This design comes from an exercise in tuning for a short achievable clock period and few clock cycles on the open sky130 flow, not from production work. Only simulation tests tie the RTL to the original design; equivalence was not proved. No activity file was given, so power comes from the tool's default toggle rates.

==> v17: inputs <==
// pipeline_cpu
module pipeline_cpu (
    input  logic                 clk,
    input  logic                 rst,
    output logic [32-1:0] pcaddr,
    input  logic [32-1:0] inst,
    output logic [32-1:0] dmem_addr,
    output logic [32-1:0] dmem_wdata,
    output logic                 dmem_re,
    output logic                 dmem_we,
    input  logic [32-1:0] rdata
);
    logic [32-1:2]   pc;
    logic [32-1:0]   id_inst;
    logic [32-1:2]   id_pc4;
    logic [32-1:0]   id_rfa;
    logic [32-1:0]   id_rfb;
    logic                   id_fwd_a;
    logic                   id_fwd_b;
    logic                   id_valid;
    logic [32-1:0]   ex_a;
    logic [32-1:0]   ex_b;
    logic [32-1:2]   ex_btgt;
    logic [32-1:2]   ex_fall;
    logic [5-1:0] ex_dest;
    logic [4:0]             ex_shamt;
    logic                   ex_op_add;
    logic                   ex_op_sub;
    logic                   ex_op_and;
    logic                   ex_op_or;
    logic                   ex_op_xor;
    logic                   ex_op_slt;
    logic                   ex_op_sll;
    logic                   ex_op_srl;
    logic                   ex_write;
    logic                   ex_load;
    logic                   ex_branch;
    logic                   ex_bne;
    logic                   ex_pred;
    logic [32-1:0]   dm_addr;
    logic [32-1:0]   dm_wdata;
    logic                   dm_re;
    logic                   dm_we;
    logic [32-1:0]   wb_res;
    logic [5-1:0] wb_dest;
    logic                   wb_write;
    logic [32-1:0] ex_result;
    logic [32-1:0] ex_val;
    logic                 ex_eq;
    logic                 ex_taken;
    logic                 mispredict;
    logic [32-1:2] ex_redirect;
    alu i_alu (
        .a      (ex_a),
        .b      (ex_b),
        .shamt  (ex_shamt),
        .op_add (ex_op_add),
        .op_sub (ex_op_sub),
        .op_and (ex_op_and),
        .op_or  (ex_op_or),
        .op_xor (ex_op_xor),
        .op_slt (ex_op_slt),
        .op_sll (ex_op_sll),
        .op_srl (ex_op_srl),
        .result (ex_result)
    );
    assign ex_val = ex_load ? rdata : ex_result;
    assign ex_eq       = ex_a == ex_b;
    assign ex_taken    = ex_eq ^ ex_bne;
  ...
export LEC_CHECK = 0
export CAP_MARGIN = 20
export CORE_MARGIN = 2
export CORE_UTILIZATION = 30
export PLACE_DENSITY = 0.5
export SLEW_MARGIN = 20
create_clock -name core_clock -period 9.0 [get_ports {clk}]
standard.sh (not shown) runs the stock make flow with config.mk's settings and CLKGATE_MAP_FILE= SYNTH_SCRIPT=/design/flow/synth_recipe.tcl, a recipe that flattens the netlist after the stock synthesis.
==> flow/flow/run.sh <==
#!/bin/bash
# The standard layout (standard.sh), with these changes that do not touch
# the registers or the constraints:
#  - synthesis without the full/half-adder cell mapping (ADDER_MAP_FILE
#    empty), so that ABC maps adders as plain logic, which is faster here
#  - the 4-input OR and NOR cells (or4*, nor4*: slow, with four stacked
#    PMOS transistors) added to the platform's don't-use list, so that
#    mapping builds wide ORs from faster cells; DONT_USE_CELLS on the make
#    command line replaces the platform's list, so it is repeated here
set -euo pipefail
MARGIN=${MARGIN:-6.5}
PLATFORM_DONT_USE="sky130_fd_sc_hd__probe_p_8 sky130_fd_sc_hd__probec_p_8 sky130_fd_sc_hd__lpflow_bleeder_1 sky130_fd_sc_hd__lpflow_clkbufkapwr_1 sky130_fd_sc_hd__lpflow_clkbufkapwr_16 sky130_fd_sc_hd__lpflow_clkbufkapwr_2 sky130_fd_sc_hd__lpflow_clkbufkapwr_4 sky130_fd_sc_hd__lpflow_clkbufkapwr_8 sky130_fd_sc_hd__lpflow_clkinvkapwr_1 sky130_fd_sc_hd__lpflow_clkinvkapwr_16 sky130_fd_sc_hd__lpflow_clkinvkapwr_2 sky130_fd_sc_hd__lpflow_clkinvkapwr_4 sky130_fd_sc_hd__lpflow_clkinvkapwr_8 sky130_fd_sc_hd__lpflow_decapkapwr_12 sky130_fd_sc_hd__lpflow_decapkapwr_3 sky130_fd_sc_hd__lpflow_decapkapwr_4 sky130_fd_sc_hd__lpflow_decapkapwr_6 sky130_fd_sc_hd__lpflow_decapkapwr_8 sky130_fd_sc_hd__lpflow_inputiso0n_1 sky130_fd_sc_hd__lpflow_inputiso0p_1 sky130_fd_sc_hd__lpflow_inputiso1n_1 sky130_fd_sc_hd__lpflow_inputiso1p_1 sky130_fd_sc_hd__lpflow_inputisolatch_1 sky130_fd_sc_hd__lpflow_isobufsrc_1 sky130_fd_sc_hd__lpflow_isobufsrc_16 sky130_fd_sc_hd__lpflow_isobufsrc_2 sky130_fd_sc_hd__lpflow_isobufsrc_4 sky130_fd_sc_hd__lpflow_isobufsrc_8 sky130_fd_sc_hd__lpflow_isobufsrckapwr_16 sky130_fd_sc_hd__lpflow_lsbuf_lh_hl_isowell_tap_1 sky130_fd_sc_hd__lpflow_lsbuf_lh_hl_isowell_tap_2 sky130_fd_sc_hd__lpflow_lsbuf_lh_hl_isowell_tap_4 sky130_fd_sc_hd__lpflow_lsbuf_lh_isowell_4 sky130_fd_sc_hd__lpflow_lsbuf_lh_isowell_tap_1 sky130_fd_sc_hd__lpflow_lsbuf_lh_isowell_tap_2 sky130_fd_sc_hd__lpflow_lsbuf_lh_isowell_tap_4"
SLOW_CELLS=" sky130_fd_sc_hd__or4_1 sky130_fd_sc_hd__or4_2 sky130_fd_sc_hd__or4_4 sky130_fd_sc_hd__or4b_1 sky130_fd_sc_hd__or4b_2 sky130_fd_sc_hd__or4b_4 sky130_fd_sc_hd__or4bb_1 sky130_fd_sc_hd__or4bb_2 sky130_fd_sc_hd__or4bb_4 sky130_fd_sc_hd__nor4_1 sky130_fd_sc_hd__nor4_2 sky130_fd_sc_hd__nor4_4 sky130_fd_sc_hd__nor4b_1 sky130_fd_sc_hd__nor4b_2 sky130_fd_sc_hd__nor4b_4 sky130_fd_sc_hd__nor4bb_1 sky130_fd_sc_hd__nor4bb_2 sky130_fd_sc_hd__nor4bb_4"
bash standard.sh ADDER_MAP_FILE= "DONT_USE_CELLS=$PLATFORM_DONT_USE $SLOW_CELLS" SETUP_SLACK_MARGIN=$MARGIN finish > standard_flow.log 2>&1
==> inputs of v6, as changes to v17 <==
==> flow/flow/run.sh (replaced) <==
#!/bin/bash
set -euo pipefail
MARGIN=${MARGIN:-5.6}
bash standard.sh ADDER_MAP_FILE= SETUP_SLACK_MARGIN=$MARGIN finish > standard_flow.log 2>&1
==> inputs of v23, as changes to v17 <==
==> flow/flow/run.sh (replaced) <==
#!/bin/bash
set -euo pipefail
MARGIN=${MARGIN:-6.5}
bash standard.sh ADDER_MAP_FILE= SETUP_SLACK_MARGIN=$MARGIN finish > standard_flow.log 2>&1
==> comparison table <==
item	v6	v17	v23
Run status	complete, no violations	complete, no violations	complete, no violations
Post-route clock skew	64.8 ps	109 ps	51.1 ps
Endpoint of the worst setup timing path	id_rfb[30]$_DFF_P_	id_rfb[17]$_DFF_P_	id_rfb[21]$_DFF_P_
Number of buffers created by CTS	158	157	161
Number of vias after detailed routing	78200	82900	82100
Reg-to-reg critical path endpoint	ex_b[26]$_DFF_P_	id_rfb[31]$_DFF_P_	pc[30]$_DFFE_PP0P_
Top achievable clock speed	262 MHz	261 MHz	264 MHz
Internal power contribution	12.7 mW	13.1 mW	13.0 mW
Power Total	18.6 mW	19.2 mW	19.1 mW
Xor and xnor area share after synthesis	3.55%	3.54%	3.55%
Sequential share of power	42.8%	41.8%	42.0%
Length of routed met2 wiring	187000 µm	187000 µm	191000 µm
Final design instance area without fill	0.0977 mm²	0.104 mm²	0.106 mm²
Synthesized-area fraction occupied by and/or/nand/nor cells	25.4%	24.2%	25.4%
Reg2reg path depth	16	12	13
Total iterations of the first detailed-routing run	11	20	14
Testbench counts of v17, summed over its fixed seeds: cycles 21,338.
Testbench counts of v6, summed over its fixed seeds: cycles 21,338.
Testbench counts of v23, summed over its fixed seeds: cycles 21,338.

-- port drivers added, routing unchanged --
The flow's constraints put no driver on any port. The routed layouts listed below were extracted and timed again, unchanged, in two steps.
Step 1: set_driving_cell puts a clkbuf_16 on clk and a buf_2 on each other input, an assumption about the parent block.
Step 2 adds t to the input delays and takes it off the output delays; t is the mean of the earliest and latest rising clock arrival at the registers after step 1. Input paths then give back, and output paths get back, about the clock's delay inside the block.
Three values: no drivers, after step 1, after step 2; two values: the first two.
run | t, ns | setup slack, ns | worst setup path after step 2 | worst data-port slew with drivers (ns)
v17 | 0.946 | 5.174 / 5.029 / 4.083 | input to register | 0.30
v6 | 0.932 | 5.183 / 5.187 / 4.255 | input to register | 0.19
v23 | 0.948 | 5.209 / 5.252 / 4.304 | input to register | 0.24
After both steps setup and hold are still met in every run listed. The setup slack of v17, which loses most, moves by -0.145 ns with the drivers and by -1.091 ns with both steps.
